Context: an optimization exercise on an open-source flow, tuned for small area, a short achievable clock period and few clock cycles. The choices shown serve that exercise and are no tape-out recipe.
Function was checked by simulation only, so behaviour that the tests miss may differ from the original.

==> flow/design.v (outline; a module is shown in full before it is edited, if it fits) <==
// module zeta_rom: 139 lines
// module butterfly_unit: 818 lines
// module ntt_top: 217 lines
module ntt_top (
    input  logic        clk,
    input  logic        rst,
    input  logic        i_start,
    input  logic        i_mode,
    output logic        o_done,
    output logic        o_bram_a_we,
    output logic [7:0]  o_bram_a_addr,
    output logic [15:0] o_bram_a_wdata,
    output logic        o_bram_b_we,
    output logic [7:0]  o_bram_b_addr,
    output logic [15:0] o_bram_b_wdata,
    input  logic [15:0] i_bram_dout_a,
    input  logic [15:0] i_bram_dout_b
);
  // ...
==> flow/run.sh <==
#!/bin/bash
# synth_recipe.tcl (not shown) runs the flow's synth.tcl, then flattens the netlist and writes it again
# the make line also repeats each setting of config.mk as NAME=value (left out here)
make -C /OpenROAD-flow-scripts/flow DESIGN_CONFIG=/design/flow/config.mk WORK_HOME=/design/flow/orfs CLKGATE_MAP_FILE= SYNTH_SCRIPT=/design/flow/synth_recipe.tcl finish
==> flow/config.mk <==
export PLATFORM = sky130hd
export DESIGN_NAME = ntt_top
export DESIGN_NICKNAME = ntt_top
export VERILOG_FILES = /design/flow/design.v
export SDC_FILE = /design/flow/constraint.sdc
export NUM_CORES = 4
export LEC_CHECK = 0
export CAP_MARGIN = 20
export CORE_MARGIN = 2
export CORE_UTILIZATION = 25
export PLACE_DENSITY = 0.35
export SLEW_MARGIN = 20
==> flow/constraint.sdc <==
create_clock -name core_clock -period 13.5 [get_ports {clk}]
set_input_delay 2.7000 -clock core_clock [delete_from_list [all_inputs] [get_ports {clk}]]
set_output_delay 2.7000 -clock core_clock [all_outputs]
set_load 0.01 [all_outputs]
==> summary.txt, run 1 <==
result of the run timing/DRC/antenna clean; antenna cell count 1; cell depth of the worst hold path 0; post-CTS clock slew at the launch and capture registers of the worst setup and hold paths approximately 0.06 ns; total setup buffers inserted after CTS 0; final critical-path share of the clock period 0.341; count of plain and timing-repair buffers 87; clock tree root driver cell clkbuf_16; final hold slack around 0.3 ns; family of cells with the greatest summed delay on the critical path compound AO/OA/AOI/OAI gates; number of buffers created by CTS 39; placement row count 108; Starting DRT DRC Count roughly 1,200; transition time at the pin with the least slew margin 0.978 ns; commonest non-fill, non-tap cell in the layout inv_1; Placement Setup Slack about 9.0 ns; data arrival at the endpoint of the critical path approximately 5 ns; global placer's final weighted congestion between 0.8 and 0.9; worst reg2reg path startpoint c[0]$_DFFE_PP0P_; Avg Cell Area, Syn about 9 sq um; layout-stage area growth over the synthesis result 14.0%; min cycle time layout ~4.6 ns; worst-path cell chain buf_4 > inv_1 > buf_4 > ha_1 > nor2b_1 > a311oi_1 > o31ai_1 > o22ai_1 > nor2_1 > o311ai_0 > a2111oi_0 > a21oi_1; Setup Total Neg Slack 0 ns
Testbench counts, summed over its fixed seeds: cycles 66,632.
==> run 2, diff against run 1 <==
--- a/flow/config.mk
+++ b/flow/config.mk
@@ -9,4 +9,4 @@
 export CORE_MARGIN = 2
-export CORE_UTILIZATION = 25
-export PLACE_DENSITY = 0.35
+export CORE_UTILIZATION = 45
+export PLACE_DENSITY = 0.55
 export SLEW_MARGIN = 20
==> run 2 against run 1 <==
Against the previous run:
- sequential share of layout area is 0.81 points higher
- clock-buffer cell count is 2 lower
- worst setup slack better by 0.27 ns
- register-to-register slack better by 0.28 ns
- maximum frequency is 6.3% higher
- utilization is 21 points higher
- final cell count is 15% lower
- hold slack better by 0.013 ns
- area after synthesis stayed put
- clock skew is 0.017 ns lower
- critical path depth is 11 lower
- sequential cell count stayed put
- largest cell class unchanged
==> summary.txt, run 2 <==
wire length per cell after detailed routing approximately 18 um; drt via density roughly 5.5; Starting DRT DRC Count 1,393 (+21%); global-route congestion overflow total 0; worst hold endpoint u_bf.w2[5]$_DFF_P_; Avg Cell Area, Syn 8.90 sq um (unchanged); detailed-route DRC error count 0; category of the worst setup path capture point output port; layout-stage area growth over the synthesis result 10.6%; synthesis warning total 3; predominant post-synthesis flop cell dfxtp_1; clock tree root driver cell clkbuf_16; required time at the worst-slack endpoint roughly 11 ns; transition time at the pin with the least slew margin 1.03 ns (+0.0491 ns); top library cells by usage in the layout, fill and taps aside inv_1 (292), dfxtp_1 (228), nand2_1 (226); area share of the largest cell type after synthesis 0.211; antenna cell count 0 (-1); fraction of layout cells with a size suffix above 1 0.0613; result of the run timing/DRC/antenna clean; global placer's final weighted congestion 0.939 (+11%); DRT Pass-1 Iters 6; global-route wire length before repair just over 90,000 um; die height ~230 um; total of flip-flops plus latches after synthesis 304; total standard cell area after synthesis around 0.022 sq mm; TritonCTS clock tree yes; worst setup path category flip-flop to output port; Reg2Reg Depth 12; most frequent cell after synthesis inv_1; vias 17,200; leading area contributor after synthesis dfxtp_1; register ranked first by flip-flop count u_bf.t13; Netlist cell types 86; number of buffers created by CTS 37 (-5.1%); async set-reset flop share out of synthesis 0.118; Die Width roughly 230 um; post-CTS clock slew at the launch and capture registers of the worst setup and hold paths 0.06 ns (about the same); final setup skew between 0.02 and 0.025 ns; startpoint type of the worst setup path flip-flop; Detail Placement HPWL between 40,000 and 50,000 um; final setup fails 0; FF-to-FF End addr_b_q[6]$_DFF_PP0_; EDFF count, synth 36; worst-case register-to-register setup slack roughly 9.2 ns; highest achievable clock rate 231 MHz; commonest non-fill, non-tap cell in the layout inv_1; total setup buffers inserted after CTS 0 (unchanged); reported max-cap violation count 0; worst reg2reg path startpoint c[0]$_DFFE_PP0P_; pin count of the biggest net entering global routing 65; ports placed on the boundary slightly below 90; Post-Syn Instances between 2,000 and 2,500; Post-DRT Antenna Nets 0; Max Buffers Root-to-Sink 3; number of buffers and inverters on the critical path 1; data arrival at the endpoint of the critical path 1.63 ns (-3.35 ns); cell depth of the worst hold path 0 (unchanged); Hold Fails Final Rpt 0; worst min-delay path class flip-flop to flip-flop; registers with the most flip-flops u_bf.t13: 17 flops, u_bf.ch2: 16 flops, u_bf.sh2: 16 flops; sequential-to-total area share from yosys stat 0.301; Clock Sink Count about 300; unrepaired setup endpoints after global routing false; Setup Total Neg Slack 0 ns (unchanged); family of cells with the greatest summed delay on the critical path buffers and inverters; total global routing track utilization 0.230; instance area at placement roughly 0.023 sq mm; CTS Hold Bufs 0; total wire length after detailed routing approximately 57,000 um; delay contributed by the slowest stage of the critical path 0.59 ns; Max H-tree Level 2; Pins Over Slew Limit 0; Gates resized, CTS repair 0; clock network latency to the later pin of the worst-skew pair 0.56 ns; highest net fanout along the worst path 3; final critical-path share of the clock period 0.321 (-0.0203); via count of the first global-routing pass 17,100; most instantiated cells after synthesis inv_1 (292), dfxtp_1 (232), nand2_1 (226); Core Box Area roughly 0.049 sq mm; initial cell density of the core 0.453; # nets final ~2,800; final non-filler cell total a little over 3,000; Max stage delay cell, worst path clkdlybuf4s50_1; input/output buffers 70; placement row count 81 (-25%); min cycle time layout 4.33 ns (-0.274 ns); number of antenna violations at the first check in global routing 0; die footprint around 0.051 sq mm; worst-path cell chain clkdlybuf4s50_1; total placed cells including tap cells roughly 3,000; launch instance of the worst min-delay path u_bf.w1[5]$_DFF_P_; final non-filler cell area approximately 0.024 sq mm; flip-flop count of the largest register after layout 17; most area-consuming cells after synthesis dfxtp_1 (21%), fa_1 (14%), ha_1 (9.0%); headroom to the max-slew limit 0.313
-- run 2: cell counts after synthesis --
Identical to the previous run, type by type.
-- run 2: metrics by stage --
step,hold slack (ns),utilization,setup slack [ns]
final,0.321,0.501,9.17
after global routing,0.326,0.501,8.77
after CTS,0.320,0.501,9.12
after detailed placement,0.312,0.474,9.17
after global placement,0.312,0.474,9.23
after floorplan,0.310,-,9.64
-- run 2: worst reg2reg max path: cells and delay by family, from the launching register on --
family | cells | cell delay [ns]
simple gates | 2 | 0.68
compound gates | 5 | 2.12
flops | 1 | 0.35
mux | 1 | 0.15
fa+ha+maj | 1 | 0.33
buf+inv | 3 | 0.64
-- run 2: how the worst max path moves through the flow --
| stage | startpoint | cells past startpoint | endpoint |
|---|---|---|---|
| finish | u_bf.o_r0[11]$_DFF_P_ | 1 | o_bram_a_wdata[11] |
| global route | c[0]$_DFFE_PP0P_ | 12 | addr_b_q[7]$_DFF_PP0_ |
| detailed placement | u_bf.ch2[4]$_DFF_P_ | 14 | u_bf.t13[16]$_DFF_P_ |
| global placement | u_bf.ch2[4]$_DFF_P_ | 14 | u_bf.t13[16]$_DFF_P_ |
| CTS | u_bf.o_r0[11]$_DFF_P_ | 1 | o_bram_a_wdata[11] |
| floorplan | u_bf.ch2[4]$_DFF_P_ | 14 | u_bf.t13[16]$_DFF_P_ |
-- run 2: cell families (layout without fill, tap and decap cells) --
group                    count (synthesis)  in the layout  synth area share
buffers and inverters                  435            450            0.0778
flip-flops                             304            304             0.301
XOR/XNOR                                83             83            0.0331
AO/OA/AOI/OAI                          528            528             0.157
adder cells (fa/ha/maj)                314            314             0.232
other                                    1              8          0.000171
multiplexers                            67             67            0.0372
AND/OR/NAND/NOR                        740            740             0.162
-- run 2: cell type report --
class / count / area (sq um)
Fill cell: 4561 / 24200
Multi-Input combinational cell: 1740 / 13700
Sequential cell: 304 / 6630
Inverter: 295 / 1110
Clock buffer: 47 / 1080
Timing Repair Buffer: 87 / 828
Tap cell: 622 / 778
Clock inverter: 21 / 214
-- run 2: per-layer routing --
layer	share of wire	GRT usage	up-vias
met5	0	0	-
met4	0.026	0.0643	0
met3	0.050	0.0323	102
met2	0.48	0.387	479
met1	0.45	0.308	8282
li1	-	-	8328
==> run 3, diff against run 2 <==
--- a/flow/config.mk
+++ b/flow/config.mk
@@ -7,6 +7,6 @@
 export LEC_CHECK = 0
-export CAP_MARGIN = 20
+export CAP_MARGIN = 50
 export CORE_MARGIN = 2
-export CORE_UTILIZATION = 45
-export PLACE_DENSITY = 0.55
-export SLEW_MARGIN = 20
+export CORE_UTILIZATION = 25
+export PLACE_DENSITY = 0.35
+export SLEW_MARGIN = 80
==> run 3 against run 2 <==
Against the previous run:
- still clean on timing, DRC and antenna
- final cell count grew 20%
- routed wire length grew 16%
- sequential cell count is the same
- design area grew 13%
- highest routed layer unchanged
==> summary.txt, run 3 <==
EDFF count, synth 36 (unchanged); FF-to-FF End u_bf.t13[14]$_DFF_P_; CTS Hold Bufs 0 (unchanged); leading area contributor after synthesis dfxtp_1; detailed-route DRC error count 0 (unchanged); most area-consuming cells after synthesis dfxtp_1 (21%), fa_1 (14%), ha_1 (9.0%); global-route congestion overflow total 0 (unchanged); most frequent cell after synthesis inv_1; Gates resized, CTS repair 0 (unchanged); endpoint of the most critical setup path u_bf.t13[14]$_DFF_P_; Top cell by count, worst path clkdlybuf4s50_1; Detail Placement HPWL 50,300 um (+21%); final setup skew 0.0239 ns (+0.00308 ns); final setup fails 0 (unchanged); TritonCTS clock tree yes; Worst Setup SP u_bf.ch2[4]$_DFF_P_; data arrival at the endpoint of the critical path 6.72 ns (+5.09 ns); final critical-path share of the clock period 0.465 (+0.144); commonest non-fill, non-tap cell in the layout inv_1; worst reg2reg path startpoint u_bf.ch2[4]$_DFF_P_; vias 17,500 (+2.0%); Netlist cell types 86 (unchanged); flip-flop count of the largest register after layout 17 (unchanged); result of the run timing/DRC/antenna clean; area share of the largest cell type after synthesis 0.211 (unchanged); predominant post-synthesis flop cell dfxtp_1; async set-reset flop share out of synthesis 0.118 (unchanged); number of antenna violations at the first check in global routing 2 (+2); Post-DRT Antenna Nets 0 (unchanged); number of buffers created by CTS 40 (+8.1%); family of cells with the greatest summed delay on the critical path buffers and inverters; cell count along the critical path 19 (+18); die footprint 0.0903 sq mm (+78%); global placer's final weighted congestion 0.848 (-9.7%); pin count of the biggest net entering global routing 49 (-25%); die height 301 um (+34%); Max H-tree Level 2 (unchanged); total setup buffers inserted after CTS 0 (unchanged); highest net fanout along the worst path 4 (+1); Clock Sink Count 304 (unchanged); fraction of layout cells with a size suffix above 1 0.165 (+0.104); Die Width 301 um (+34%); global-route wire length before repair 105,000 um (+13%); highest achievable clock rate 159 MHz (-31%); initial cell density of the core 0.253 (-0.200); Max Buffers Root-to-Sink 3 (unchanged); total of flip-flops plus latches after synthesis 304 (unchanged); top library cells by usage in the layout, fill and taps aside inv_1 (284), nand2_1 (214), dfxtp_1 (192); register ranked first by flip-flop count u_bf.t13; drt via density 4.69 (-15%); min cycle time layout 6.27 ns (+1.95 ns); required time at the worst-slack endpoint 13.94 ns (+3.14 ns); Avg Cell Area, Syn 8.90 sq um (unchanged); reported max-cap violation count 0 (unchanged); wire length per cell after detailed routing 17.7 um (-3.4%); Max stage delay cell, worst path fa_1; total wire length after detailed routing 66,400 um (+16%); registers with the most flip-flops u_bf.t13: 17 flops, u_bf.ch2: 16 flops, u_bf.sh2: 16 flops; synthesis warning total 3 (unchanged); number of buffers and inverters on the critical path 7 (+6); DRT Pass-1 Iters 6 (unchanged); Hold Fails Final Rpt 0 (unchanged); delay contributed by the slowest stage of the critical path 0.55 ns (-0.04 ns); total global routing track utilization 0.147 (-0.0825); ports placed on the boundary 87 (unchanged); worst-path cell chain inv_1 > fa_1 > inv_1 > fa_1 > fa_1 > ha_1 > o21a_1 > o31a_1 > o211ai_1 > a21oi_2 > a2111oi_2 > clkdlybuf4s50_1 > clkdlybuf4s50_1 > clkdlybuf4s50_1 > clkdlybuf4s50_1 > clkdlybuf4s50_1 > o31ai_1 > a211oi_1 > nor3_1; unrepaired setup endpoints after global routing false; clock tree root driver cell clkbuf_16; Post-Syn Instances 2,472 (unchanged); worst min-delay path class flip-flop to flip-flop; launch instance of the worst min-delay path u_bf.w3[0]$_DFF_P_; Core Box Area 0.0870 sq mm (+79%); category of the worst setup path capture point flip-flop; Reg2Reg Depth 19 (+7); Pins Over Slew Limit 0 (unchanged); startpoint type of the worst setup path flip-flop; clock network latency to the later pin of the worst-skew pair 0.56 ns (about the same); via count of the first global-routing pass 18,200 (+6.4%); worst setup path category flip-flop to flip-flop; Starting DRT DRC Count 926 (-34%); # nets final 2,906 (+3.2%); worst-case register-to-register setup slack 7.23 ns (-1.95 ns); final hold slack 0.317 ns (-0.00365 ns); input/output buffers 70 (unchanged); sequential-to-total area share from yosys stat 0.301 (unchanged); total standard cell area after synthesis 0.0220 sq mm (unchanged); layout-stage area growth over the synthesis result 25.5%; most instantiated cells after synthesis inv_1 (292), dfxtp_1 (232), nand2_1 (226); post-CTS clock slew at the launch and capture registers of the worst setup and hold paths 0.06 ns (about the same); placement row count 108 (+33%); Setup Total Neg Slack 0 ns (unchanged)
[run 3: how the worst min path moves through the flow]
stage / end / cells past startpoint
floorplan: u_bf.w2[0]$_DFF_P_ / 0
global placement: u_bf.w2[8]$_DFF_P_ / 0
detailed placement: u_bf.w3[4]$_DFF_P_ / 0
CTS: u_bf.w3[4]$_DFF_P_ / 0
global route: u_bf.w3[4]$_DFF_P_ / 0
finish: u_bf.w4[0]$_DFF_P_ / 0
[run 3: final cells by class]
type | instances | area [sq um]
fillers | 9078 | 59400
repair buffers | 175 | 1790
inverters | 295 | 1130
multi-input cells | 1740 | 15100
clock buffers | 50 | 1080
clock inverters | 22 | 290
well taps | 1155 | 1450
diodes | 1 | 2.50
flip-flops and latches | 304 | 6790
[run 3: stage by stage]
stage	cells	setup slack, ns	area (sq um)	utilization
floorplan	2479	9.64	22000	-
global placement	3581	9.11	23700	0.272
detailed placement	3659	7.23	25700	0.296
CTS	3731	7.21	27100	0.312
global route	3741	6.91	27600	0.317
finish	3742	7.23	27600	0.317
[run 3: routing by layer]
| layer | vias up | track usage | part of all wire |
|---|---|---|---|
| li1 | 8489 | - | - |
| met1 | 8571 | 0.195 | 0.45 |
| met2 | 360 | 0.247 | 0.48 |
| met3 | 116 | 0.0178 | 0.037 |
| met4 | 0 | 0.0520 | 0.029 |
| met5 | - | 0 | 0 |
[run 3: worst register-to-register path, delay by kind of cell, from the launching register on]
family,cells,cell delay (ns)
buffers and inverters,7,2.62
and+or+nand+nor,1,0.07
DFF,1,0.30
AOI/OAI and AO/OA,7,1.33
adders and majority gates,4,1.82
[run 3: kinds of logic (layout without fill, tap and decap cells)]
logic type,Yosys count,after routing,share of synthesized area
AO/OA/AOI/OAI,528,528,0.157
other,1,9,0.000171
adder cells (fa/ha/maj),314,314,0.232
flip-flops,304,304,0.301
XOR/XNOR,83,83,0.0331
buffers and inverters,435,542,0.0778
AND/OR/NAND/NOR,740,740,0.162
multiplexers,67,67,0.0372
==> run 4, diff against run 3 <==
==> flow/flow/run.sh (new file) <==
#!/bin/bash
# The standard layout, with the port buffers made of sky130_fd_sc_hd__buf_2
# cells instead of the resizer's default choice. Every port is still buffered.
set -euo pipefail
export BUFFER_PORTS_ARGS="-buffer_cell sky130_fd_sc_hd__buf_2"
bash standard.sh > standard.log 2>&1
==> flow/standard.sh (new file) <==
#!/bin/bash
# synth_recipe.tcl (not shown) runs the flow's synth.tcl, then flattens the netlist and writes it again
# the make line also repeats each setting of config.mk as NAME=value (left out here)
make -C /OpenROAD-flow-scripts/flow DESIGN_CONFIG=/design/flow/config.mk WORK_HOME=/design/flow/orfs CLKGATE_MAP_FILE= SYNTH_SCRIPT=/design/flow/synth_recipe.tcl "${@:-finish}"
--- a/flow/config.mk
+++ b/flow/config.mk
@@ -7,3 +7,3 @@
 export LEC_CHECK = 0
-export CAP_MARGIN = 50
+export CAP_MARGIN = 20
 export CORE_MARGIN = 2
@@ -11,2 +11,2 @@
 export PLACE_DENSITY = 0.35
-export SLEW_MARGIN = 80
+export SLEW_MARGIN = 20
removed: flow/run.sh
==> run 4 against run 3 <==
Against the previous run:
- still clean on timing, DRC and antenna
- synthesized cell count did not move
- maximum frequency up 35%
- utilization shrank 3.4 points
- via count decreased by 2.7%
- worst setup slack gained 1.6 ns
- critical path depth fell by 7
- area after synthesis did not move
- non-clock buffer count shrank 86
- sequential share of layout area up 2.4 points
- clock skew is 0.013 ns higher
- critical path type unchanged
- largest cell class unchanged
==> summary.txt, run 4 <==
result of the run timing/DRC/antenna clean; Avg Cell Area, Syn 8.90 sq um (unchanged); EDFF count, synth 36 (unchanged); final setup skew 0.0367 ns (+0.0128 ns); number of antenna violations at the first check in global routing 0 (-2); fraction of layout cells with a size suffix above 1 0.0881 (-0.0770); predominant post-synthesis flop cell dfxtp_1; global-route wire length before repair 102,000 um (-2.1%); die height 301 um (unchanged); placement row count 108 (unchanged); detailed-route DRC error count 0 (unchanged); drt via density 4.67 (-0.27%); input/output buffers 70 (unchanged); Post-Syn Instances 2,472 (unchanged); initial cell density of the core 0.253 (unchanged); Clock Sink Count 304 (unchanged); highest net fanout along the worst path 45 (+41); top library cells by usage in the layout, fill and taps aside inv_1 (292), dfxtp_1 (228), nand2_1 (226); total standard cell area after synthesis 0.0220 sq mm (unchanged); uppermost layer routed met4; unrepaired setup endpoints after global routing false; registers with the most flip-flops u_bf.t13: 17 flops, u_bf.ch2: 16 flops, u_bf.sh2: 16 flops; ports placed on the boundary 87 (unchanged); worst setup path category flip-flop to flip-flop; Max Buffers Root-to-Sink 3 (unchanged); synthesis warning total 3 (unchanged); pin count of the biggest net entering global routing 76 (+55%); Detail Placement HPWL 47,700 um (-5.3%); # nets final 2,819 (-3.0%); total of flip-flops plus latches after synthesis 304 (unchanged); clock tree root driver cell clkbuf_16; Top cell by count, worst path buf_4; async set-reset flop share out of synthesis 0.118 (unchanged); fill cell instance count of the final layout 9,332 (+2.8%); total setup buffers inserted after CTS 0 (unchanged); TritonCTS clock tree yes; CTS Hold Bufs 0 (unchanged); worst min-delay path class flip-flop to flip-flop; required time at the worst-slack endpoint 13.87 ns (-0.07 ns); register ranked first by flip-flop count u_bf.t13; highest achievable clock rate 215 MHz (+35%); Core Box Area 0.0870 sq mm (unchanged); met1 wire length 30,100 um (+0.14%); total wire length after detailed routing 64,800 um (-2.4%); via count of the first global-routing pass 17,500 (-3.6%); Pins Over Slew Limit 0 (unchanged); sequential-to-total area share from yosys stat 0.301 (unchanged); global placer's final weighted congestion 0.860 (+1.4%); commonest non-fill, non-tap cell in the layout inv_1; wire length per cell after detailed routing 17.8 um (about the same); number of buffers created by CTS 39 (-2.5%); Gates resized, CTS repair 0 (unchanged); Placement Setup Slack 8.97 ns (+1.74 ns); Starting DRT DRC Count 965 (+4.2%); Setup Total Neg Slack 0 ns (unchanged); area share of the largest cell type after synthesis 0.211 (unchanged); flip-flop count of the largest register after layout 17 (unchanged); delay contributed by the slowest stage of the critical path 0.84 ns (+0.29 ns); data arrival at the endpoint of the critical path 5.02 ns (-1.70 ns); Max H-tree Level 2 (unchanged); layout-stage area growth over the synthesis result 11.9%; post-CTS clock slew at the launch and capture registers of the worst setup and hold paths 0.05 ns (about the same); detailed route wirelength on metal3 2300 um (-5.6%); most frequent cell after synthesis inv_1; global-route congestion overflow total 0 (unchanged); vias 17,100 (-2.7%); most area-consuming cells after synthesis dfxtp_1 (21%), fa_1 (14%), ha_1 (9.0%); antenna cell count 0 (-1); die footprint 0.0903 sq mm (unchanged); min cycle time layout 4.65 ns (-1.62 ns); Post-DRT Antenna Nets 0 (unchanged); total global routing track utilization 0.144 (-0.00338); transition time at the pin with the least slew margin 0.976 ns; leading area contributor after synthesis dfxtp_1; Max stage delay cell, worst path o31ai_1; final setup fails 0 (unchanged); detailed-routed wire length on met2 31,000 um (-2.9%); most instantiated cells after synthesis inv_1 (292), dfxtp_1 (232), nand2_1 (226); final critical-path share of the clock period 0.345 (-0.120); headroom to the max-slew limit 0.349; clock network latency to the later pin of the worst-skew pair 0.57 ns (about the same); worst setup slack after layout 8.85 ns (+1.62 ns); reported max-cap violation count 0 (unchanged); Die Width 301 um (unchanged); Netlist cell types 86 (unchanged); category of the worst setup path capture point flip-flop; startpoint type of the worst setup path flip-flop; worst-path cell chain buf_4 > inv_1 > buf_4 > ha_1 > nor2b_1 > a311oi_1 > o31ai_1 > o22ai_1 > nor2_1 > o311ai_0 > a2111oi_0 > a21oi_1; Hold Fails Final Rpt 0 (unchanged); DRT Pass-1 Iters 5 (-1)
==> run 4: changes by cell type in the layout (fill, tap and decap cells not counted), sizes merged <==
cell and change:
clkbuf -1, diode -1, buf +24, clkdlybuf4s50 -100, clkdlybuf4s25 -2, clkdlybuf4s15 -1
clkinv -5, clkinvlp -1, bufinv -4
==> run 4: layout make-up <==
class                   instances  area [sq um]  share of cell area
well taps                    1155          1450              0.0587
clock inverters                12           143             0.00580
clock buffers                  56          1100              0.0447
inverters                     295          1110              0.0450
flip-flops and latches        304          6640               0.270
multi-input cells            1740         13700               0.556
repair buffers                 89           493              0.0200
==> run 4: worst paths after layout <==
check,slack [ns],startpoint,to,cells after the start
min reg2reg,0.32,u_bf.w2[3]$_DFF_P_,u_bf.w3[3]$_DFF_P_,0
min,0.32,u_bf.w2[3]$_DFF_P_,u_bf.w3[3]$_DFF_P_,0
max reg2reg,8.85,c[0]$_DFFE_PP0P_,addr_b_q[7]$_DFF_PP0_,12
max,8.85,c[0]$_DFFE_PP0P_,addr_b_q[7]$_DFF_PP0_,12
min in group asynchronous,2.24,rst,l1_q$_DFF_PP0_,3
max in group asynchronous,10.87,rst,addr_a_q[4]$_DFF_PP0_,3
==> run 4: cells by family after synthesis <==
family | Yosys count | synth area share
AO/OA/AOI/OAI | 528 | 0.157
XOR/XNOR | 83 | 0.0331
adder cells (fa/ha/maj) | 314 | 0.232
buffers and inverters | 435 | 0.0778
flip-flops | 304 | 0.301
multiplexers | 67 | 0.0372
other | 1 | 0.000171
AND/OR/NAND/NOR | 740 | 0.162
==> run 4: layer usage <==
layer	GRT usage	up-vias
met4	0.0370	0
met3	0.0178	79
li1	-	8335
met1	0.194	8345
met5	0	-
met2	0.242	305
==> run 4: stage by stage <==
stage | cell area (sq um) | utilization | hold slack, ns | std cells
after floorplan | 22000 | - | 0.310 | 2479
after global placement | 23400 | 0.268 | 0.313 | 3583
after detailed placement | 23400 | 0.268 | 0.312 | 3583
after CTS | 24600 | 0.283 | 0.322 | 3651
after global routing | 24600 | 0.283 | 0.329 | 3651
final | 24600 | 0.283 | 0.322 | 3651
==> run 4: worst max-delay path, delay by kind of cell, from the launching register on <==
| kind | cells | cell delay, ns |
|---|---|---|
| compound gates | 6 | 2.38 |
| fa+ha+maj | 1 | 0.33 |
| buf+inv | 3 | 0.63 |
| flops | 1 | 0.35 |
| simple gates | 2 | 0.73 |
==> module ntt_top, before the edit <==
module ntt_top (
    input  logic        clk,
    input  logic        rst,
    input  logic        i_start,
    input  logic        i_mode,
    output logic        o_done,
    output logic        o_bram_a_we,
    output logic [7:0]  o_bram_a_addr,
    output logic [15:0] o_bram_a_wdata,
    output logic        o_bram_b_we,
    output logic [7:0]  o_bram_b_addr,
    output logic [15:0] o_bram_b_wdata,
    input  logic [15:0] i_bram_dout_a,
    input  logic [15:0] i_bram_dout_b
);
    localparam int D        = 6;
    localparam int LAG_L2   = D + 5;        
    localparam int LAG_WR2  = 2 * D + 5;    
    localparam int LAG_WR1  = D + 3;        
    localparam int T_LAST   = 1022 + LAG_WR2;
    logic        busy;
    logic        mode_q;
    logic [10:0] c;        
    logic        done_q;
    function automatic logic [23:0] grp_addr(input logic inv, input logic [1:0] p,
                                             input logic [6:0] g);
        logic [7:0] base, fb, sb;
        base = '0; fb = '0; sb = '0;
        if (!inv) begin
            case (p)
                2'd0: begin base = {1'b0, g};               fb = 8'h80; sb = 8'h80; end
                2'd1: begin base = {g[5], 2'b00, g[4:0]};   fb = 8'h40; sb = 8'h20; end
                2'd2: begin base = {g[5:3], 2'b00, g[2:0]}; fb = 8'h10; sb = 8'h08; end
                default: begin base = {g[5:1], 2'b00, g[0]}; fb = 8'h04; sb = 8'h02; end
            endcase
        end else begin
            case (p)
                2'd0: begin base = {g[6:1], 1'b0, g[0]};    fb = 8'h02; sb = 8'h02; end
                2'd1: begin base = {g[5:2], 2'b00, g[1:0]}; fb = 8'h04; sb = 8'h08; end
                2'd2: begin base = {g[5:4], 2'b00, g[3:0]}; fb = 8'h10; sb = 8'h20; end
                default: begin base = {2'b00, g[5:0]};      fb = 8'h40; sb = 8'h80; end
            endcase
        end
        grp_addr = {base, fb, sb};
    endfunction
    logic        start;
    assign start = !busy && i_start;
    always_ff @(posedge clk or posedge rst) begin
        if (rst) begin
            busy   <= 1'b0;
            mode_q <= 1'b0;
            c      <= '0;
            done_q <= 1'b0;
        end else begin
            done_q <= 1'b0;
            if (start) begin
                busy   <= 1'b1;
                mode_q <= i_mode;
                c      <= 11'd1;
            end else if (busy) begin
                c <= c + 11'd1;
                if (c == 11'(T_LAST + 1)) begin
                    busy   <= 1'b0;
                    done_q <= 1'b1;
                end
            end
        end
    end
    assign o_done = done_q;
    logic [10:0] uw1, uw2, ac;
    logic        wr1_n, wr2_n, rd_n;
    assign uw1   = c - 11'(LAG_WR1);
    assign uw2   = c - 11'(LAG_WR2);
    assign rd_n  = !c[0];
    assign wr1_n = busy && c[0] && (uw1[10:8] == 3'd0);
    assign wr2_n = busy && c[0] && (uw2[10:8] != 3'd0) && !uw2[10];
    assign ac    = rd_n ? c : (uw1[10:8] == 3'd0 ? uw1 : uw2);
    logic [23:0] ga;
    logic [7:0]  base, fb, sb, hb, n_addr_a, n_addr_b;
    logic        sel;
    always_comb begin
        ga   = grp_addr(mode_q, ac[9:8], (ac[9:8] == 2'd0) ? ac[7:1] : {1'b0, ac[7:2]});
        base = ga[23:16];
        fb   = ga[15:8];
        sb   = ga[7:0];
        sel  = (ac[9:8] != 2'd0) && ac[1];
        hb   = sel ? (rd_n ? sb : fb) : 8'h00;
        if (!busy) begin
            n_addr_a = 8'd0;
            n_addr_b = i_mode ? 8'd2 : 8'd128;
        end else begin
            n_addr_a = base | hb;
            n_addr_b = base | hb | (rd_n ? fb : sb);
        end
    end
    logic       we_q;
    logic [7:0] addr_a_q, addr_b_q;
    always_ff @(posedge clk or posedge rst) begin
        if (rst) begin
            we_q     <= 1'b0;
            addr_a_q <= '0;
            addr_b_q <= '0;
        end else begin
            we_q     <= wr1_n || wr2_n;
            addr_a_q <= n_addr_a;
            addr_b_q <= n_addr_b;
        end
    end
    logic [11:0] bf_r0, bf_r1;
    logic [11:0] h1_0, h1_1, h2;
    logic [11:0] op_u, op_v;
    logic [6:0]  zi_q;
    logic [11:0] zrom;
    logic [10:0] cs, cl2, zc, cs1;
    logic        sgl_op, l2b_op;
    assign cs     = c - 11'd3;
    assign cl2    = c - 11'(LAG_L2);
    assign sgl_op = (cs[10:8] == 3'd0);
    assign l2b_op = !sgl_op && cl2[1];
    assign zc     = rd_n ? (c - 11'd2) : (sgl_op ? cs : cl2);
    assign cs1    = c - 11'd2;      
    logic sgl_q, l2b_q, l1_q;
    logic cap_q, hp_q, hq_q;
    logic [10:0] uh;
    assign uh = c - 11'd8;
    always_ff @(posedge clk or posedge rst) begin
        if (rst) begin
            sgl_q <= 1'b0;
            l1_q  <= 1'b0;
            l2b_q <= 1'b0;
            cap_q <= 1'b0;
            hp_q  <= 1'b0;
            hq_q  <= 1'b0;
        end else begin
            l1_q  <= c[0];
            sgl_q <= busy && (cs1[10:8] == 3'd0);
            l2b_q <= busy && (cs1[10:8] != 3'd0) && cs1[1];
            cap_q <= busy && c[0] && (c < 11'd256);
            hp_q  <= busy && !c[0] && (uh[9:8] != 2'd0) && !uh[10] && !uh[1];
            hq_q  <= busy && !c[0] && (uh[9:8] != 2'd0) && !uh[10] && uh[1];
        end
    end
    always_ff @(posedge clk) begin
        if (l1_q) begin
            op_u <= i_bram_dout_a[11:0];
            op_v <= i_bram_dout_b[11:0];
        end else begin
            op_u <= l2b_q ? h1_1 : h1_0;
            op_v <= (sgl_q || l2b_q) ? h2 : bf_r0;
        end
    end
    always_ff @(posedge clk) begin
        if (cap_q) begin
            h1_0 <= i_bram_dout_a[11:0];
        end else if (hp_q) begin
            h1_0 <= bf_r0;
        end
        if (hp_q) begin
            h1_1 <= bf_r1;
        end
        if (cap_q) begin
            h2 <= i_bram_dout_b[11:0];
        end else if (hq_q) begin
            h2 <= bf_r1;
        end
    end
    logic [6:0]  zi_n;
    logic [5:0]  gg;
    logic        qb;
    always_comb begin
        gg = zc[7:2];
        qb = zc[1];
        if (rd_n || sgl_op) begin
            case ({mode_q, zc[9:8]})
                3'b000: zi_n = 7'd1;
                3'b001: zi_n = {5'b00001, gg[5]};
                3'b010: zi_n = {3'b001, gg[5:3]};
                3'b011: zi_n = {1'b1, gg[5:1]};
                3'b100: zi_n = {1'b1, ~gg[5:0]};
                3'b101: zi_n = {2'b01, ~gg[5:2], ~qb};
                3'b110: zi_n = {4'b0001, ~gg[5:4], ~qb};
                default: zi_n = {5'b00001, ~qb};
            endcase
        end else begin
            case ({mode_q, zc[9:8]})
                3'b001: zi_n = {4'b0001, gg[5], qb};
                3'b010: zi_n = {2'b01, gg[5:3], qb};
                3'b011: zi_n = {gg[5:1], qb} | 7'h40;
                3'b101: zi_n = {3'b001, ~gg[5:2]};
                3'b110: zi_n = {5'b00001, ~gg[5:4]};
                default: zi_n = 7'd1;
            endcase
        end
    end
    always_ff @(posedge clk) begin
        zi_q <= zi_n;
    end
    zeta_rom u_rom (
        .i_k (zi_q),
        .o_z (zrom)
    );
    butterfly_unit u_bf (
        .clk   (clk),
        .i_inv (mode_q),
        .i_u   (op_u),
        .i_v   (op_v),
        .i_z   (zrom),
        .o_r0  (bf_r0),
        .o_r1  (bf_r1)
    );
    assign o_bram_a_we    = we_q;
    assign o_bram_b_we    = we_q;
    assign o_bram_a_addr  = addr_a_q;
    assign o_bram_b_addr  = addr_b_q;
    assign o_bram_a_wdata = {4'b0000, bf_r0};
    assign o_bram_b_wdata = {4'b0000, bf_r1};
endmodule
==> run 5, diff against run 4 <==
--- a/flow/design.v
+++ b/flow/design.v
@@ -1013,4 +1013,2 @@
             busy   <= 1'b0;
-            mode_q <= 1'b0;
-            c      <= '0;
             done_q <= 1'b0;
@@ -1020,10 +1018,5 @@
                 busy   <= 1'b1;
-                mode_q <= i_mode;
-                c      <= 11'd1;
-            end else if (busy) begin
-                c <= c + 11'd1;
-                if (c == 11'(T_LAST + 1)) begin
-                    busy   <= 1'b0;
-                    done_q <= 1'b1;
-                end
+            end else if (busy && c == 11'(T_LAST + 1)) begin
+                busy   <= 1'b0;
+                done_q <= 1'b1;
             end
@@ -1031,11 +1024,35 @@
     end
+    always_ff @(posedge clk) begin
+        if (start) begin
+            mode_q <= i_mode;
+            c      <= 11'd1;
+        end else if (busy) begin
+            c      <= c + 11'd1;
+        end
+    end
     assign o_done = done_q;
-    logic [10:0] uw1, uw2, ac;
-    logic        wr1_n, wr2_n, rd_n;
-    assign uw1   = c - 11'(LAG_WR1);
-    assign uw2   = c - 11'(LAG_WR2);
+    logic [10:0] cn, uw1, uw2, acn;
+    logic        wr1_n, wr2_n, rdn_n, rd_n;
+    assign cn    = c + 11'd1;
+    assign uw1   = cn - 11'(LAG_WR1);
+    assign uw2   = cn - 11'(LAG_WR2);
+    assign rdn_n = !cn[0];
     assign rd_n  = !c[0];
-    assign wr1_n = busy && c[0] && (uw1[10:8] == 3'd0);
-    assign wr2_n = busy && c[0] && (uw2[10:8] != 3'd0) && !uw2[10];
-    assign ac    = rd_n ? c : (uw1[10:8] == 3'd0 ? uw1 : uw2);
+    assign wr1_n = cn[0] && (uw1[10:8] == 3'd0);
+    assign wr2_n = cn[0] && (uw2[10:8] != 3'd0) && !uw2[10];
+    assign acn   = rdn_n ? cn : (uw1[10:8] == 3'd0 ? uw1 : uw2);
+    logic       pre_rd, pre_sw, pre_we;
+    logic [8:0] pre_ac;
+    always_ff @(posedge clk or posedge rst) begin
+        if (rst) begin
+            pre_we <= 1'b0;
+        end else begin
+            pre_we <= busy && (wr1_n || wr2_n);
+        end
+    end
+    always_ff @(posedge clk) begin
+        pre_rd <= rdn_n;
+        pre_sw <= wr1_n;
+        pre_ac <= acn[9:1];
+    end
     logic [23:0] ga;
@@ -1044,3 +1061,3 @@
     always_comb begin
-        ga   = grp_addr(mode_q, ac[9:8], (ac[9:8] == 2'd0) ? ac[7:1] : {1'b0, ac[7:2]});
+        ga   = grp_addr(mode_q, pre_ac[8:7], (pre_ac[8:7] == 2'd0) ? pre_ac[6:0] : {1'b0, pre_ac[6:1]});
         base = ga[23:16];
@@ -1048,4 +1065,4 @@
         sb   = ga[7:0];
-        sel  = (ac[9:8] != 2'd0) && ac[1];
-        hb   = sel ? (rd_n ? sb : fb) : 8'h00;
+        sel  = (pre_ac[8:7] != 2'd0) && pre_ac[0];
+        hb   = sel ? (pre_rd ? sb : fb) : 8'h00;
         if (!busy) begin
@@ -1055,3 +1072,3 @@
             n_addr_a = base | hb;
-            n_addr_b = base | hb | (rd_n ? fb : sb);
+            n_addr_b = base | hb | (pre_rd ? fb : sb);
         end
@@ -1062,11 +1079,11 @@
         if (rst) begin
-            we_q     <= 1'b0;
-            addr_a_q <= '0;
-            addr_b_q <= '0;
+            we_q <= 1'b0;
         end else begin
-            we_q     <= wr1_n || wr2_n;
-            addr_a_q <= n_addr_a;
-            addr_b_q <= n_addr_b;
+            we_q <= pre_we && busy;
         end
     end
+    always_ff @(posedge clk) begin
+        addr_a_q <= n_addr_a;
+        addr_b_q <= n_addr_b;
+    end
     logic [11:0] bf_r0, bf_r1;
@@ -1088,11 +1105,4 @@
     assign uh = c - 11'd8;
-    always_ff @(posedge clk or posedge rst) begin
-        if (rst) begin
-            sgl_q <= 1'b0;
-            l1_q  <= 1'b0;
-            l2b_q <= 1'b0;
-            cap_q <= 1'b0;
-            hp_q  <= 1'b0;
-            hq_q  <= 1'b0;
-        end else begin
+    always_ff @(posedge clk) begin
+        begin
             l1_q  <= c[0];
==> flow/run.sh (new file) <==
#!/bin/bash
# synth_recipe.tcl (not shown) runs the flow's synth.tcl, then flattens the netlist and writes it again
# the make line also repeats each setting of config.mk as NAME=value (left out here)
make -C /OpenROAD-flow-scripts/flow DESIGN_CONFIG=/design/flow/config.mk WORK_HOME=/design/flow/orfs CLKGATE_MAP_FILE= SYNTH_SCRIPT=/design/flow/synth_recipe.tcl finish
--- a/flow/config.mk
+++ b/flow/config.mk
@@ -9,4 +9,4 @@
 export CORE_MARGIN = 2
-export CORE_UTILIZATION = 25
-export PLACE_DENSITY = 0.35
+export CORE_UTILIZATION = 45
+export PLACE_DENSITY = 0.55
 export SLEW_MARGIN = 20
removed: flow/flow/run.sh
removed: flow/standard.sh
==> run 5 against run 4 <==
Against the previous run:
- still clean on timing, DRC and antenna
- clock-buffer cell count is 7 lower
- hold slack worse by 0.0017 ns
- maximum frequency decreased by 1.2%
- synthesized cell count shrank 1.9%
- largest cell class unchanged
- highest routed layer unchanged
==> summary.txt, run 5 <==
result of the run timing/DRC/antenna clean; required time at the worst-slack endpoint 13.95 ns (+0.08 ns); fraction of layout cells with a size suffix above 1 0.0580 (-0.0301); Reg2Reg Depth 16 (+4); die height 223 um (-26%); clock tree root driver cell clkbuf_16; fill cell instance count of the final layout 4,525 (-52%); worst-path cell chain ha_1 > inv_1 > fa_1 > inv_1 > fa_1 > ha_1 > nor2b_1 > o21ai_0 > a21boi_0 > o21ai_0 > a21boi_0 > o21ai_0 > a21oi_1 > o41ai_1 > or4b_2 > o211ai_1; highest achievable clock rate 212 MHz (-1.2%); commonest non-fill, non-tap cell in the layout inv_1; final non-filler cell total 3,063 (-16%); Hold Fails Final Rpt 0 (unchanged); final setup skew 0.0204 ns (-0.0162 ns); total standard cell area after synthesis 0.0216 sq mm (-1.9%); initial cell density of the core 0.454 (+0.201); layout-stage area growth over the synthesis result 10.6%; Avg Cell Area, Syn 8.90 sq um (about the same); startpoint type of the worst setup path flip-flop; Max H-tree Level 2 (unchanged); Clock Sink Count 314 (+3.3%); global-route congestion overflow total 0 (unchanged); pin count of the biggest net entering global routing 56 (-26%); post-CTS clock slew at the launch and capture registers of the worst setup and hold paths 0.06 ns (about the same); TritonCTS clock tree yes; global placer's final weighted congestion 0.919 (+6.9%); synthesis warning total 3 (unchanged); registers with the most flip-flops u_bf.t13: 17 flops, u_bf.ch2: 16 flops, u_bf.sh2: 16 flops; ports placed on the boundary 87 (unchanged); worst hold endpoint u_bf.w3[5]$_DFF_P_; Detail Placement HPWL 40,000 um (-16%); predominant post-synthesis flop cell dfxtp_1; Starting DRT DRC Count 1,146 (+19%); clock network latency to the later pin of the worst-skew pair 0.54 ns (-0.03 ns); die footprint 0.0497 sq mm (-45%); Max stage delay cell, worst path o41ai_1; most instantiated cells after synthesis inv_1 (305), dfxtp_1 (273), nand2_1 (227); Die Width 223 um (-26%); instance area at placement 0.0226 sq mm (-3.2%); Post-Syn Instances 2,424 (-1.9%); Core Box Area 0.0475 sq mm (-45%); most frequent cell after synthesis inv_1; launch instance of the worst min-delay path u_bf.w2[5]$_DFF_P_; transition time at the pin with the least slew margin 1.03 ns (+0.0529 ns); Setup Total Neg Slack 0 ns (unchanged); Top cell by count, worst path o21ai_0; drt via density 5.38 (+15%); reported max-cap violation count 0 (unchanged); total setup buffers inserted after CTS 0 (unchanged); leading area contributor after synthesis dfxtp_1; global-route wire length before repair 88,200 um (-14%); Gates resized, CTS repair 0 (unchanged); antenna cell count 0 (unchanged); min cycle time layout 4.71 ns (+0.0555 ns); register ranked first by flip-flop count u_bf.t13; placement row count 80 (-26%); total wire length after detailed routing 54,600 um (-16%); final non-filler cell area 0.0239 sq mm (-3.1%); via count of the first global-routing pass 16,400 (-6.6%); highest net fanout along the worst path 5 (-89%); detailed-route DRC error count 0 (unchanged); final critical-path share of the clock period 0.349 (+0.00411); number of antenna violations at the first check in global routing 0 (unchanged); most area-consuming cells after synthesis dfxtp_1 (25%), fa_1 (14%), ha_1 (9.2%); unrepaired setup endpoints after global routing false; area share of the largest cell type after synthesis 0.253 (+0.0422); delay contributed by the slowest stage of the critical path 0.72 ns (-0.12 ns); wire length per cell after detailed routing 17.8 um (+0.45%); worst-case register-to-register setup slack 8.79 ns (-0.06 ns); category of the worst setup path capture point flip-flop; Max Buffers Root-to-Sink 3 (unchanged); input/output buffers 70 (unchanged); Pins Over Slew Limit 0 (unchanged); FF-to-FF End u_bf.t13[14]$_DFF_P_; # nets final 2,768 (-1.8%); data arrival at the endpoint of the critical path 5.16 ns (+0.14 ns); Netlist cell types 81 (-5.8%); final setup fails 0 (unchanged); worst setup path category flip-flop to flip-flop; EDFF count, synth 37 (+2.8%); vias 16,500 (-3.4%); sequential-to-total area share from yosys stat 0.310 (+0.00823); total placed cells including tap cells 2,995 (-16%); number of buffers and inverters on the critical path 2 (-1); flip-flop count of the largest register after layout 17 (unchanged); total of flip-flops plus latches after synthesis 314 (+3.3%); cell depth of the worst hold path 0 (unchanged); headroom to the max-slew limit 0.313 (-0.0360); family of cells with the greatest summed delay on the critical path compound AO/OA/AOI/OAI gates; total global routing track utilization 0.223 (+0.0791); worst min-delay path class flip-flop to flip-flop; area of combinational cells with multiple inputs 0.0132 sq mm (-3.5%); top library cells by usage in the layout, fill and taps aside inv_1 (305), dfxtp_1 (271), nand2_1 (227); worst reg2reg path startpoint u_bf.ch2[2]$_DFF_P_; number of buffers created by CTS 37 (-5.1%); CTS Hold Bufs 0 (unchanged); Post-DRT Antenna Nets 0 (unchanged); flip-flop and latch area 0.00668 sq mm (+0.66%); DRT Pass-1 Iters 5 (unchanged); async set-reset flop share out of synthesis 0.0127 (-0.106)
## run 5: cell count changes after synthesis, moves of 7 or more
| cell | delta |
|---|---|
| a211oi_1 | -11 |
| a21boi_0 | +8 |
| a31oi_1 | -7 |
| dfrtp_1 | -32 |
| dfxtp_1 | +41 |
| inv_1 | +13 |
| nand2b_1 | -15 |
| nand3_1 | +9 |
| nor2_1 | -13 |
| nor3_1 | -11 |
| or2_2 | -7 |
| xor2_1 | +8 |
## run 5: kinds of logic after synthesis
kind of cell | share of synthesized area
adders and majority gates | 0.236
xor gates and xnor gates | 0.0369
DFF | 0.310
muxes | 0.0403
and+or+nand+nor | 0.156
other | 0.000174
AOI/OAI and AO/OA | 0.142
buffers and inverters | 0.0799
## run 5: final cells by class
type,instances,share of cell area
multi-input combinational,1671,0.553
sequential,314,0.280
inverter,311,0.0489
clock buffer,49,0.0436
timing repair buffer,84,0.0338
tap,615,0.0323
clock inverter,19,0.00792
## run 5: per-stage QoR
| stage | worst slack [ns] | util | hold slack, ns |
|---|---|---|---|
| detailed placement | 8.75 | 0.476 | 0.312 |
| global route | 8.42 | 0.502 | 0.327 |
| CTS | 8.74 | 0.502 | 0.324 |
| floorplan | 9.26 | - | 0.310 |
| finish | 8.79 | 0.502 | 0.320 |
| global placement | 8.76 | 0.476 | 0.312 |
## run 5: worst max path at each step
stage,from,slack (ns),cells past startpoint,end
3_5_place_dp,u_bf.ch2[2]$_DFF_P_,8.75,16,u_bf.t13[14]$_DFF_P_
5_1_grt,u_bf.ch2[2]$_DFF_P_,8.42,16,u_bf.t13[14]$_DFF_P_
6_report,u_bf.ch2[2]$_DFF_P_,8.79,16,u_bf.t13[14]$_DFF_P_
4_1_cts,u_bf.ch2[2]$_DFF_P_,8.74,16,u_bf.t13[14]$_DFF_P_
2_1_floorplan,u_bf.ch2[2]$_DFF_P_,9.26,16,u_bf.t13[14]$_DFF_P_
3_3_place_gp,u_bf.ch2[2]$_DFF_P_,8.76,16,u_bf.t13[14]$_DFF_P_
## run 5: per-layer routing
metal,vias up,global-route usage,part of all wire,routed length [um]
met4,0,0.0654,0.024,1310
met5,-,0,0,0
li1,8057,-,-,-
met2,429,0.377,0.48,26100
met3,100,0.0261,0.046,2490
met1,7895,0.300,0.45,24800
## run 5: worst register-to-register path, cell delays in order, from the launching register on
cell      delay (ns)
dfxtp_1         0.30
ha_1            0.27
inv_1           0.05
fa_1            0.52
inv_1           0.05
fa_1            0.44
ha_1            0.32
nor2b_1         0.14
o21ai_0         0.19
a21boi_0        0.14
o21ai_0         0.22
a21boi_0        0.15
o21ai_0         0.23
a21oi_1         0.13
o41ai_1         0.72
or4b_2          0.64
o211ai_1        0.11
Testbench counts of run 5, summed over its fixed seeds: cycles 66,632.
==> run 6, diff against run 5 <==
==> flow/flow/run.sh (new file) <==
#!/bin/bash
# The standard layout, with the port buffers made of sky130_fd_sc_hd__buf_2
# cells instead of the resizer's default choice. Every port is still buffered.
set -euo pipefail
export BUFFER_PORTS_ARGS="-buffer_cell sky130_fd_sc_hd__buf_2"
bash standard.sh > standard.log 2>&1
==> flow/standard.sh (new file) <==
#!/bin/bash
# synth_recipe.tcl (not shown) runs the flow's synth.tcl, then flattens the netlist and writes it again
# the make line also repeats each setting of config.mk as NAME=value (left out here)
make -C /OpenROAD-flow-scripts/flow DESIGN_CONFIG=/design/flow/config.mk WORK_HOME=/design/flow/orfs CLKGATE_MAP_FILE= SYNTH_SCRIPT=/design/flow/synth_recipe.tcl "${@:-finish}"
removed: flow/run.sh
==> run 6 against run 5 <==
Against the previous run:
- critical path depth unchanged
- critical endpoint unchanged
- worst setup slack worse by 0.077 ns
- routed wire length down 1.2%
- design area down 1.5%
- maximum frequency down 1.6%
- sequential share of layout area up 0.42 points
- still clean
- clock skew up 0.0050 ns
- first-iteration DRC count down 3.5%
- die area unchanged
==> summary.txt, run 6 <==
sequential-to-total area share from yosys stat 0.310 (unchanged); area of combinational cells with multiple inputs 0.0132 sq mm (about the same); Die Width 223 um (unchanged); flip-flop and latch area 0.00668 sq mm (about the same); final critical-path share of the clock period 0.354 (+0.00569); layout-stage area growth over the synthesis result 8.95%; data arrival at the endpoint of the critical path 5.25 ns (+0.09 ns); EDFF count, synth 37 (unchanged); commonest non-fill, non-tap cell in the layout inv_1; area share of the largest cell type after synthesis 0.253 (unchanged); Netlist cell types 81 (unchanged); pin count of the biggest net entering global routing 56 (unchanged); Worst Setup SP u_bf.ch2[2]$_DFF_P_; via count of the first global-routing pass 16,500 (+0.73%); leading area contributor after synthesis dfxtp_1; clock network latency to the later pin of the worst-skew pair 0.54 ns (about the same); Core Box Area 0.0475 sq mm (unchanged); detailed-route DRC error count 0 (unchanged); Hold Fails Final Rpt 0 (unchanged); DRT Pass-1 Iters 6 (+1); vias 16,600 (+0.56%); Clock Sink Count 314 (unchanged); final setup skew 0.0255 ns (+0.00504 ns); wire length per cell after detailed routing 17.6 um (-1.3%); uppermost layer routed met4; total standard cell area after synthesis 0.0216 sq mm (unchanged); delay contributed by the slowest stage of the critical path 0.78 ns (+0.06 ns); most frequent cell after synthesis inv_1; Post-DRT Antenna Nets 0 (unchanged); die height 223 um (unchanged); worst-case register-to-register setup slack 8.72 ns (-0.08 ns); Max H-tree Level 2 (unchanged); TritonCTS clock tree yes; number of antenna violations at the first check in global routing 0 (unchanged); startpoint type of the worst setup path flip-flop; endpoint of the most critical setup path u_bf.t13[14]$_DFF_P_; die footprint 0.0497 sq mm (unchanged); initial cell density of the core 0.454 (unchanged); global-route wire length before repair 87,600 um (-0.76%); total setup buffers inserted after CTS 0 (unchanged); Placement Setup Slack 8.71 ns (-0.0380 ns); number of buffers created by CTS 36 (-2.7%); highest net fanout along the worst path 5 (unchanged); clock tree root driver cell clkbuf_16; reported max-cap violation count 0 (unchanged); Reg2Reg Depth 16 (unchanged); headroom to the max-slew limit 0.322 (+0.00931); worst reg2reg path startpoint u_bf.ch2[2]$_DFF_P_; FF-to-FF End u_bf.t13[14]$_DFF_P_; final setup fails 0 (unchanged); Gates resized, CTS repair 0 (unchanged); Avg Cell Area, Syn 8.90 sq um (unchanged); top library cells by usage in the layout, fill and taps aside inv_1 (305), dfxtp_1 (272), nand2_1 (227); fill cell instance count of the final layout 4,569 (+0.97%); post-CTS clock slew at the launch and capture registers of the worst setup and hold paths 0.06 ns (about the same); transition time at the pin with the least slew margin 1.01 ns (-0.0197 ns); worst setup path category flip-flop to flip-flop; Max stage delay cell, worst path o41ai_1; Setup Total Neg Slack 0 ns (unchanged); final non-filler cell area 0.0235 sq mm (-1.5%); most area-consuming cells after synthesis dfxtp_1 (25%), fa_1 (14%), ha_1 (9.2%); total wire length after detailed routing 54,000 um (-1.2%); synthesis warning total 3 (unchanged); input/output buffers 70 (unchanged); global-route congestion overflow total 0 (unchanged); drt via density 5.41 (+0.50%); # nets final 2,771 (+0.11%); detailed route wirelength on metal3 2130 um (-15%); Top cell by count, worst path o21ai_0; category of the worst setup path capture point flip-flop; register ranked first by flip-flop count u_bf.t13; global placer's final weighted congestion 0.917 (-0.23%); cell count along the critical path 16 (unchanged); flip-flop count of the largest register after layout 17 (unchanged); Starting DRT DRC Count 1,106 (-3.5%); unrepaired setup endpoints after global routing false; Post-Syn Instances 2,424 (unchanged); worst setup slack after layout 8.72 ns (-0.0768 ns); Max Buffers Root-to-Sink 3 (unchanged); required time at the worst-slack endpoint 13.96 ns (about the same); highest achievable clock rate 209 MHz (-1.6%); Core Util, Final 0.494 (-0.00747); Detail Placement HPWL 39,900 um (-0.20%); Pins Over Slew Limit 0 (unchanged); CTS Hold Bufs 0 (unchanged); placement row count 80 (unchanged); min cycle time layout 4.78 ns (+0.0768 ns); instance area at placement 0.0223 sq mm (-1.4%); ports placed on the boundary 87 (unchanged); predominant post-synthesis flop cell dfxtp_1; async set-reset flop share out of synthesis 0.0127 (unchanged); final non-filler cell total 3,065 (+0.065%); registers with the most flip-flops u_bf.t13: 17 flops, u_bf.ch2: 16 flops, u_bf.sh2: 16 flops; total placed cells including tap cells 2,999 (+0.13%); result of the run timing/DRC/antenna clean; family of cells with the greatest summed delay on the critical path compound AO/OA/AOI/OAI gates; fraction of layout cells with a size suffix above 1 0.0862 (+0.0282); total global routing track utilization 0.220 (-0.00261); number of buffers and inverters on the critical path 2 (unchanged); most instantiated cells after synthesis inv_1 (305), dfxtp_1 (273), nand2_1 (227); worst min-delay path class flip-flop to flip-flop; total of flip-flops plus latches after synthesis 314 (unchanged); met1 wire length 24,400 um (-1.6%); worst-path cell chain ha_1 > inv_1 > fa_1 > inv_1 > fa_1 > ha_1 > nor2b_1 > o21ai_0 > a21boi_0 > o21ai_0 > a21boi_0 > o21ai_0 > a21oi_1 > o41ai_1 > or4b_2 > o211ai_1; detailed-routed wire length on met2 26,000 um (-0.29%)
[run 6: routing by layer]
layer	track usage	vias to the layer above
met5	0	-
met4	0.0699	0
met3	0.0246	93
met2	0.372	419
met1	0.296	8004
li1	-	8058
[run 6: worst register-to-register path, cell delays in order, from the launching register on]
cell and delay, ns:
dfxtp_1 0.30, ha_1 0.26, inv_1 0.05, fa_1 0.52, inv_1 0.05, fa_1 0.44, ha_1 0.32, nor2b_1 0.14
o21ai_0 0.21, a21boi_0 0.15, o21ai_0 0.22, a21boi_0 0.15, o21ai_0 0.22, a21oi_1 0.13, o41ai_1 0.79, or4b_2 0.64
o211ai_1 0.11
[run 6: metrics by stage]
step	hold slack [ns]
6_report	0.309
5_1_grt	0.325
4_1_cts	0.308
3_5_place_dp	0.312
3_3_place_gp	0.313
2_1_floorplan	0.310
[run 6: kinds of logic (layout without fill, tap and decap cells)]
kind of cell	after synthesis	in the layout	share of synthesized area
simple gates	700	700	0.156
compound gates	488	488	0.142
buf+inv	446	464	0.0799
flops	314	314	0.310
fa+ha+maj	313	313	0.236
xor+xnor	90	90	0.0369
mux	72	72	0.0403
other cells	1	9	0.000174
[run 6: worst min-delay path by stage]
stage | slack [ns] | startpoint | depth (start not counted) | to
finish | 0.31 | u_bf.w1[1]$_DFF_P_ | 0 | u_bf.w2[1]$_DFF_P_
global route | 0.33 | u_bf.w1[1]$_DFF_P_ | 0 | u_bf.w2[1]$_DFF_P_
CTS | 0.31 | u_bf.w1[1]$_DFF_P_ | 0 | u_bf.w2[1]$_DFF_P_
detailed placement | 0.31 | u_bf.w1[12]$_DFF_P_ | 0 | u_bf.w2[12]$_DFF_P_
global placement | 0.31 | u_bf.w1[7]$_DFF_P_ | 0 | u_bf.w2[7]$_DFF_P_
floorplan | 0.31 | u_bf.w1[0]$_DFF_P_ | 0 | u_bf.w2[0]$_DFF_P_
[run 6: area by class of cell]
class | instances | area share
Timing Repair Buffer | 88 | 0.0207
Clock inverter | 17 | 0.00777
Clock buffer | 48 | 0.0433
Multi-Input combinational cell | 1671 | 0.562
Inverter | 311 | 0.0497
Antenna cell | 1 | 0.000107
Tap cell | 615 | 0.0327
Sequential cell | 314 | 0.284

==> re-timing with driven ports <==
In the flow no input, the clock included, has a driving cell. The finished layouts below were timed again as built, in two steps. Step 1 sets driving cells, clkbuf_16 on the clock port and buf_2 on the other inputs (assumed; they add their load-dependent delay and slew). Step 2 moves the port delays by t, midway between the first and last clock arrival at a register: inputs arrive t later, outputs are due t later. That takes back most of the time a late clock gives input paths. Three values: no drivers, after step 1, after step 2; two values: the first two.
run	t, ns	setup slack, ns	worst setup path after step 2	latest minus earliest clock arrival (ns)
run 1	0.614	8.899 / 8.899 / 8.899	register to register	0.044 / 0.044
run 2	0.603	9.173 / 9.116 / 9.175	register to register	0.025 / 0.025
run 3	0.613	7.227 / 7.227 / 7.227	register to register	0.031 / 0.031
run 4	0.608	8.849 / 8.849 / 8.849	register to register	0.043 / 0.044
run 5	0.591	8.794 / 8.794 / 8.794	register to register	0.023 / 0.023
run 6	0.588	8.717 / 8.717 / 8.717	register to register	0.028 / 0.028
After both steps setup and hold are still met in every run listed.
